Context: an optimization exercise on an open-source flow, tuned for small area. The choices shown serve that exercise and are no tape-out recipe.
Function was checked by simulation only, so behaviour that the tests miss may differ from the original.
Power is estimated from default activity; no workload was simulated.

==> inputs of 03-10 <==
Design caret_control_text_screen, start of the top module:
module caret_control_text_screen #(
	parameter int ROWS = ccts_pkg::DEF_ROWS,
	parameter int COLS = ccts_pkg::DEF_COLS
) (
	input  logic       clk,
	input  logic       arst_n,
	input  logic       req_valid,
	output logic       req_ready,
	input  logic [1:0] opcode,
	input  logic [7:0] char_byte,
	input  logic       line_end,
	input  logic [3:0] read_row,
	input  logic [3:0] read_col,
	output logic       rsp_valid,
	input  logic       rsp_ready,
	output logic [7:0] cell_char,
	output logic [3:0] cursor_row,
	output logic [3:0] cursor_col,
	output logic       insert_on
);
export LEC_CHECK = 0
export CAP_MARGIN = 20
export CORE_MARGIN = 2
export CORE_UTILIZATION = 40
export CTS_BUF_LIST = sky130_fd_sc_hd__clkbuf_16
export CTS_CLUSTER_DIAMETER = 80
export CTS_CLUSTER_SIZE = 20
export SLEW_MARGIN = 20
export SYNTH_HIERARCHICAL = 1
create_clock -name core_clock -period 6.0 [get_ports {clk}]
run.sh (not shown) runs the stock make flow with config.mk's settings and CLKGATE_MAP_FILE= SYNTH_SCRIPT=/design/flow/synth_recipe.tcl, a recipe that flattens the netlist after the stock synthesis.
==> 08-23 (differences from 03-10) <==
--- a/flow/design.v
+++ b/flow/design.v
@@ -36,22 +36,29 @@
 	input  logic sh,
 	input  logic y,
 	input  logic hold,
 	input  logic s,
 	output logic d
 );
-	assign d = (we & x) | (sh & y) | (hold & s);
+	assign d = ~((we & x) | (sh & y) | (hold & s));
 endmodule
 module ccts_bit0 (
 	input  logic we,
 	input  logic x,
-	input  logic hold,
 	input  logic s,
 	output logic d
 );
-	assign d = (we & x) | (hold & s);
+	assign d = ~(we ? x : s);
+endmodule
+module ccts_wcol (
+	input  logic sel,
+	input  logic ch,
+	input  logic sp,
+	output logic x
+);
+	assign x = (sel & ch) | sp;
 endmodule
 module ccts_aoi222 (
 	input  logic a0,
 	input  logic b0,
 	input  logic a1,
 	input  logic b1,
@@ -166,13 +173,13 @@
 			ph_caret_n = 1'b0;
 			ph_digit_n = 1'b0;
 		end
 	end
 	logic [ROWS-1:0] row_eq, row_sel, rd_row;
 	logic [COLS-1:0] col_eq, col_gt, col_lt, rd_col;
-	logic [COLS-1:0] col_wr, col_sh, col_keep;
+	logic [COLS-1:0] col_we, col_put, col_sh, col_keep;
 	logic            cur_blank;
 	always_comb begin
 		for (int r = 0; r < ROWS; r++) begin
 			row_eq[r] = (cur_y_q == 4'(r));
 			rd_row[r] = (read_row == 4'(r));
 		end
@@ -180,75 +187,89 @@
 			col_eq[c] = (cur_x_q == 4'(c));
 			col_gt[c] = (4'(c) > cur_x_q);
 			col_lt[c] = (4'(c) < cur_x_q);
 			rd_col[c] = (read_col == 4'(c));
 		end
 		row_sel  = {ROWS{do_put | do_era}} & row_eq;
-		col_wr   = {COLS{do_put}} & col_eq;
+		col_put  = {COLS{do_put}} & col_eq;
 		col_sh   = {COLS{do_put & ins_q & !cur_blank}} & col_gt;
 		col_keep = {COLS{!cur_blank}} & (col_lt | ({COLS{do_put & !ins_q}} & col_gt));
+		col_we   = ~(col_sh | col_keep);
 	end
 	logic [7:0]      s_q [ROWS][COLS];
 	logic [ROWS-1:0] blank_q;
-	logic [7:0]      wbus;
-	assign wbus      = char_byte ^ CH_SPACE;
+	logic            pol_q;
+	logic [7:0]      chp;
+	logic [7:0]      xcol [COLS];
+	always_ff @(posedge clk or negedge arst_n) begin
+		if (!arst_n)
+			pol_q <= 1'b0;
+		else
+			pol_q <= ~pol_q;
+	end
+	assign chp       = char_byte ^ CH_SPACE ^ {8{pol_q}};
 	assign cur_blank = |(row_eq & blank_q);
+	for (genvar c = 0; c < COLS; c++) begin : g_wcol
+		logic sp;
+		assign sp = pol_q & col_we[c] & ~col_put[c];
+		for (genvar b = 0; b < 8; b++) begin : g_wbit
+			ccts_wcol u_w (.sel(col_put[c]), .ch(chp[b]), .sp(sp), .x(xcol[c][b]));
+		end
+	end
 	for (genvar r = 0; r < ROWS; r++) begin : g_row
 		always_ff @(posedge clk or negedge arst_n) begin
 			if (!arst_n)
 				blank_q[r] <= 1'b1;
 			else if (do_clr)
 				blank_q[r] <= 1'b1;
 			else if (row_sel[r])
 				blank_q[r] <= 1'b0;
 		end
 		for (genvar c = 0; c < COLS; c++) begin : g_col
-			logic       we, sh, hold;
 			logic [7:0] d;
-			assign we   = row_sel[r] & col_wr[c];
-			assign sh   = row_sel[r] & col_sh[c];
-			assign hold = ~row_sel[r] | col_keep[c];
-			for (genvar b = 0; b < 8; b++) begin : g_bit
-				if (c == 0) begin : g_first
-					ccts_bit0 u_bit (.we(we), .x(wbus[b]), .hold(hold), .s(s_q[r][c][b]), .d(d[b]));
-				end else begin : g_next
-					ccts_bit u_bit (.we(we), .x(wbus[b]), .sh(sh), .y(s_q[r][c-1][b]),
+			if (c == 0) begin : g_first
+				logic we;
+				assign we = row_sel[r] & col_we[c];
+				for (genvar b = 0; b < 8; b++) begin : g_bit
+					ccts_bit0 u_bit (.we(we), .x(xcol[c][b]), .s(s_q[r][c][b]), .d(d[b]));
+				end
+			end else begin : g_next
+				logic sh, hold;
+				assign sh   = row_sel[r] & col_sh[c];
+				assign hold = ~row_sel[r] | col_keep[c];
+				for (genvar b = 0; b < 8; b++) begin : g_bit
+					ccts_bit u_bit (.we(row_sel[r]), .x(xcol[c][b]), .sh(sh), .y(s_q[r][c-1][b]),
 						.hold(hold), .s(s_q[r][c][b]), .d(d[b]));
 				end
 			end
 			always_ff @(posedge clk)
 				s_q[r][c] <= d;
 		end
 	end
 	logic [7:0]      row_or [ROWS];
 	logic [ROWS-1:0] row_v  [8];
 	logic [ROWS-1:0] rd_row_nb;
-	logic            col_ok;
-	assign col_ok    = |rd_col;
+	logic [7:0]      raw;
+	logic            rd_ok, rd_blank;
+	assign rd_ok     = (|rd_col) & (|rd_row);
+	assign rd_blank  = |(rd_row & blank_q);
 	assign rd_row_nb = rd_row & ~blank_q;
 	for (genvar r = 0; r < ROWS; r++) begin : g_rrow
 		for (genvar b = 0; b < 8; b++) begin : g_rbit
 			logic [COLS-1:0] v;
 			for (genvar c = 0; c < COLS; c++) begin : g_rcol
 				assign v[c] = s_q[r][c][b];
 			end
 			ccts_sel10 u_sel (.sel(rd_col), .v(v), .y(row_or[r][b]));
-			if (b == 5) begin : g_inv
-				assign row_v[b][r] = rd_row[r] & (blank_q[r] | ~row_or[r][b]);
-			end else begin : g_true
-				assign row_v[b][r] = row_or[r][b];
-			end
+			assign row_v[b][r] = row_or[r][b];
 		end
 	end
 	for (genvar b = 0; b < 8; b++) begin : g_rout
-		if (b == 5) begin : g_inv
-			assign read_char[b] = col_ok & |row_v[b];
-		end else begin : g_true
-			ccts_sel10 u_sel (.sel(rd_row_nb), .v(row_v[b]), .y(read_char[b]));
-		end
-	end
+		ccts_sel10 u_sel (.sel(rd_row_nb), .v(row_v[b]), .y(raw[b]));
+	end
+	assign read_char = {8{rd_ok}} & (rd_blank ? CH_SPACE : (raw ^ CH_SPACE ^ {8{pol_q}}));
 	always_ff @(posedge clk or negedge arst_n) begin
 		if (!arst_n) begin
 			cur_y_q    <= '0;
 			cur_x_q    <= '0;
 			ins_q      <= 1'b0;
 			ph_caret_q <= 1'b0;
==> flow/flow/run.sh (new file) <==
#!/bin/bash
# Layout flow: the standard layout (standard.sh, with the standard synthesis
# unchanged), with two changes in how the layout is made:
#  - each port gets the smallest buffer, sky130_fd_sc_hd__buf_1;
#  - clock tree synthesis clusters at most 16 flip-flops within 65 um under each
#    sky130_fd_sc_hd__clkbuf_8 and adds no dummy loads.
# make's output goes to standard_flow.log; each ORFS step keeps its own log
# under orfs/logs.
set -euo pipefail
cd "$(dirname "$0")/.."
export BUFFER_PORTS_ARGS="-buffer_cell sky130_fd_sc_hd__buf_1"
export CTS_ARGS="-sink_clustering_enable -repair_clock_nets -dont_use_dummy_load -sink_clustering_size 16 -sink_clustering_max_diameter 65 -buf_list sky130_fd_sc_hd__clkbuf_8"
bash standard.sh finish > standard_flow.log 2>&1
==> flow/standard.sh (new file) <==
#!/bin/bash
# synth_recipe.tcl (not shown) runs the flow's synth.tcl, then flattens the netlist and writes it again
# the make line also repeats each setting of config.mk as NAME=value (left out here)
make -C /OpenROAD-flow-scripts/flow DESIGN_CONFIG=/design/flow/config.mk WORK_HOME=/design/flow/orfs CLKGATE_MAP_FILE= SYNTH_SCRIPT=/design/flow/synth_recipe.tcl "${@:-finish}"
Settings changed: CTS_BUF_LIST sky130_fd_sc_hd__clkbuf_16 to not set, CTS_CLUSTER_DIAMETER 80 to not set, CTS_CLUSTER_SIZE 20 to not set.
removed: flow/run.sh
==> 10-14 (differences from 03-10) <==
--- a/flow/design.v
+++ b/flow/design.v
@@ -36,22 +36,29 @@
 	input  logic sh,
 	input  logic y,
 	input  logic hold,
 	input  logic s,
 	output logic d
 );
-	assign d = (we & x) | (sh & y) | (hold & s);
+	assign d = ~((we & x) | (sh & y) | (hold & s));
 endmodule
 module ccts_bit0 (
 	input  logic we,
 	input  logic x,
-	input  logic hold,
 	input  logic s,
 	output logic d
 );
-	assign d = (we & x) | (hold & s);
+	assign d = ~(we ? x : s);
+endmodule
+module ccts_wcol (
+	input  logic sel,
+	input  logic ch,
+	input  logic sp,
+	output logic x
+);
+	assign x = (sel & ch) | sp;
 endmodule
 module ccts_aoi222 (
 	input  logic a0,
 	input  logic b0,
 	input  logic a1,
 	input  logic b1,
@@ -166,13 +173,13 @@
 			ph_caret_n = 1'b0;
 			ph_digit_n = 1'b0;
 		end
 	end
 	logic [ROWS-1:0] row_eq, row_sel, rd_row;
 	logic [COLS-1:0] col_eq, col_gt, col_lt, rd_col;
-	logic [COLS-1:0] col_wr, col_sh, col_keep;
+	logic [COLS-1:0] col_we, col_put, col_sh, col_keep;
 	logic            cur_blank;
 	always_comb begin
 		for (int r = 0; r < ROWS; r++) begin
 			row_eq[r] = (cur_y_q == 4'(r));
 			rd_row[r] = (read_row == 4'(r));
 		end
@@ -180,75 +187,89 @@
 			col_eq[c] = (cur_x_q == 4'(c));
 			col_gt[c] = (4'(c) > cur_x_q);
 			col_lt[c] = (4'(c) < cur_x_q);
 			rd_col[c] = (read_col == 4'(c));
 		end
 		row_sel  = {ROWS{do_put | do_era}} & row_eq;
-		col_wr   = {COLS{do_put}} & col_eq;
+		col_put  = {COLS{do_put}} & col_eq;
 		col_sh   = {COLS{do_put & ins_q & !cur_blank}} & col_gt;
 		col_keep = {COLS{!cur_blank}} & (col_lt | ({COLS{do_put & !ins_q}} & col_gt));
+		col_we   = ~(col_sh | col_keep);
 	end
 	logic [7:0]      s_q [ROWS][COLS];
 	logic [ROWS-1:0] blank_q;
-	logic [7:0]      wbus;
-	assign wbus      = char_byte ^ CH_SPACE;
+	logic            pol_q;
+	logic [7:0]      chp;
+	logic [7:0]      xcol [COLS];
+	always_ff @(posedge clk or negedge arst_n) begin
+		if (!arst_n)
+			pol_q <= 1'b0;
+		else
+			pol_q <= ~pol_q;
+	end
+	assign chp       = char_byte ^ CH_SPACE ^ {8{pol_q}};
 	assign cur_blank = |(row_eq & blank_q);
+	for (genvar c = 0; c < COLS; c++) begin : g_wcol
+		logic sp;
+		assign sp = pol_q & col_we[c] & ~col_put[c];
+		for (genvar b = 0; b < 8; b++) begin : g_wbit
+			ccts_wcol u_w (.sel(col_put[c]), .ch(chp[b]), .sp(sp), .x(xcol[c][b]));
+		end
+	end
 	for (genvar r = 0; r < ROWS; r++) begin : g_row
 		always_ff @(posedge clk or negedge arst_n) begin
 			if (!arst_n)
 				blank_q[r] <= 1'b1;
 			else if (do_clr)
 				blank_q[r] <= 1'b1;
 			else if (row_sel[r])
 				blank_q[r] <= 1'b0;
 		end
 		for (genvar c = 0; c < COLS; c++) begin : g_col
-			logic       we, sh, hold;
 			logic [7:0] d;
-			assign we   = row_sel[r] & col_wr[c];
-			assign sh   = row_sel[r] & col_sh[c];
-			assign hold = ~row_sel[r] | col_keep[c];
-			for (genvar b = 0; b < 8; b++) begin : g_bit
-				if (c == 0) begin : g_first
-					ccts_bit0 u_bit (.we(we), .x(wbus[b]), .hold(hold), .s(s_q[r][c][b]), .d(d[b]));
-				end else begin : g_next
-					ccts_bit u_bit (.we(we), .x(wbus[b]), .sh(sh), .y(s_q[r][c-1][b]),
+			if (c == 0) begin : g_first
+				logic we;
+				assign we = row_sel[r] & col_we[c];
+				for (genvar b = 0; b < 8; b++) begin : g_bit
+					ccts_bit0 u_bit (.we(we), .x(xcol[c][b]), .s(s_q[r][c][b]), .d(d[b]));
+				end
+			end else begin : g_next
+				logic sh, hold;
+				assign sh   = row_sel[r] & col_sh[c];
+				assign hold = ~row_sel[r] | col_keep[c];
+				for (genvar b = 0; b < 8; b++) begin : g_bit
+					ccts_bit u_bit (.we(row_sel[r]), .x(xcol[c][b]), .sh(sh), .y(s_q[r][c-1][b]),
 						.hold(hold), .s(s_q[r][c][b]), .d(d[b]));
 				end
 			end
 			always_ff @(posedge clk)
 				s_q[r][c] <= d;
 		end
 	end
 	logic [7:0]      row_or [ROWS];
 	logic [ROWS-1:0] row_v  [8];
 	logic [ROWS-1:0] rd_row_nb;
-	logic            col_ok;
-	assign col_ok    = |rd_col;
+	logic [7:0]      raw;
+	logic            rd_ok, rd_blank;
+	assign rd_ok     = (|rd_col) & (|rd_row);
+	assign rd_blank  = |(rd_row & blank_q);
 	assign rd_row_nb = rd_row & ~blank_q;
 	for (genvar r = 0; r < ROWS; r++) begin : g_rrow
 		for (genvar b = 0; b < 8; b++) begin : g_rbit
 			logic [COLS-1:0] v;
 			for (genvar c = 0; c < COLS; c++) begin : g_rcol
 				assign v[c] = s_q[r][c][b];
 			end
 			ccts_sel10 u_sel (.sel(rd_col), .v(v), .y(row_or[r][b]));
-			if (b == 5) begin : g_inv
-				assign row_v[b][r] = rd_row[r] & (blank_q[r] | ~row_or[r][b]);
-			end else begin : g_true
-				assign row_v[b][r] = row_or[r][b];
-			end
+			assign row_v[b][r] = row_or[r][b];
 		end
 	end
 	for (genvar b = 0; b < 8; b++) begin : g_rout
-		if (b == 5) begin : g_inv
-			assign read_char[b] = col_ok & |row_v[b];
-		end else begin : g_true
-			ccts_sel10 u_sel (.sel(rd_row_nb), .v(row_v[b]), .y(read_char[b]));
-		end
-	end
+		ccts_sel10 u_sel (.sel(rd_row_nb), .v(row_v[b]), .y(raw[b]));
+	end
+	assign read_char = {8{rd_ok}} & (rd_blank ? CH_SPACE : (raw ^ CH_SPACE ^ {8{pol_q}}));
 	always_ff @(posedge clk or negedge arst_n) begin
 		if (!arst_n) begin
 			cur_y_q    <= '0;
 			cur_x_q    <= '0;
 			ins_q      <= 1'b0;
 			ph_caret_q <= 1'b0;
Settings changed: CTS_BUF_LIST sky130_fd_sc_hd__clkbuf_16 to sky130_fd_sc_hd__clkbuf_8, CTS_CLUSTER_DIAMETER 80 to 60, CTS_CLUSTER_SIZE 20 to 14.
==> qor summary <==
Status: 08-23 complete, no violations; 03-10 complete, no violations; 10-14 complete, no violations
Fraction of post-synthesis cell area in the top cell type by area: 08-23 0.4971; 03-10 0.4597; 10-14 0.4971
Floorplan Core Area: 08-23 80160 um^2; 03-10 86480 um^2; 10-14 80160 um^2
Fraction of met3 tracks used by global routing: 08-23 0.1441; 03-10 0.06639; 10-14 0.1308
Achievable clock frequency: 08-23 218.2 MHz; 03-10 222.1 MHz; 10-14 210.9 MHz
VDD IR-drop max: 08-23 0.1672 mV; 03-10 0.2122 mV; 10-14 0.2058 mV
Clock network area share: 08-23 0.02382; 03-10 0.03570; 10-14 0.03654
Row count: 08-23 104; 03-10 108; 10-14 104
Setup CP Type: 08-23 primary input to register; 03-10 register to register; 10-14 primary input to register
Wire length of the first global-routing pass: 08-23 218.7 mm; 03-10 195.3 mm; 10-14 215.0 mm
Total Nets Final: 08-23 2913; 03-10 3612; 10-14 2970
Sum of buffers and inverters on the critical path: 08-23 3; 03-10 3; 10-14 2
Area growth, synth to finish: 08-23 9.423%; 03-10 10.67%; 10-14 12.88%
Met2 demand-to-capacity share in global routing: 08-23 0.4959; 03-10 0.4110; 10-14 0.4893
Area of combinational cells with multiple inputs: 08-23 15040 um^2; 03-10 14910 um^2; 10-14 15020 um^2
Switching power total: 08-23 5.795 mW; 03-10 2.275 mW; 10-14 6.017 mW
Flip-flop and latch area: 08-23 16960 um^2; 03-10 16940 um^2; 10-14 16960 um^2
Count of inserted antenna diode cells: 08-23 2; 03-10 0; 10-14 3
Mapped Avg Cell Area: 08-23 11.80 um^2; 03-10 10.07 um^2; 10-14 11.80 um^2
Seq area share: 08-23 0.4812; 03-10 0.4394; 10-14 0.4665
Net switching share of the total power: 08-23 0.3651; 03-10 0.2408; 10-14 0.3643
Taps Inserted: 08-23 1060; 03-10 1155; 10-14 1060

-- static timing again, ports no longer ideal --
No port has a modelled driver above. Below, the same layouts with a new extraction and two added sets of constraints.
Step 1, drivers: a clkbuf_16 drives clk and a buf_2 each remaining input, both assumed.
Step 2 times the ports against the registers' clock, not the clock port: input delays grow and output delays shrink by t, the midpoint of the rising clock arrivals with the driver on.
Slacks: ideal ports / drivers / drivers and shift; pairs: ideal ports / drivers.
| run | shift t [ns] | setup slack, ns | worst setup path at the end | pins driven straight from the clock port |
|---|---|---|---|---|
| 03-10 | 0.704 | 1.497 / 1.497 / 0.867 | input to register | 1 |
| 08-23 | 0.794 | 1.417 / 1.461 / 0.666 | input to register | 1 |
| 10-14 | 0.784 | 1.258 / 1.279 / 0.496 | input to register | 1 |
After both steps setup and hold are still met in every run listed. For 10-14, which loses most, drivers alone change the setup slack by +0.021 ns; drivers and shift together by -0.762 ns.
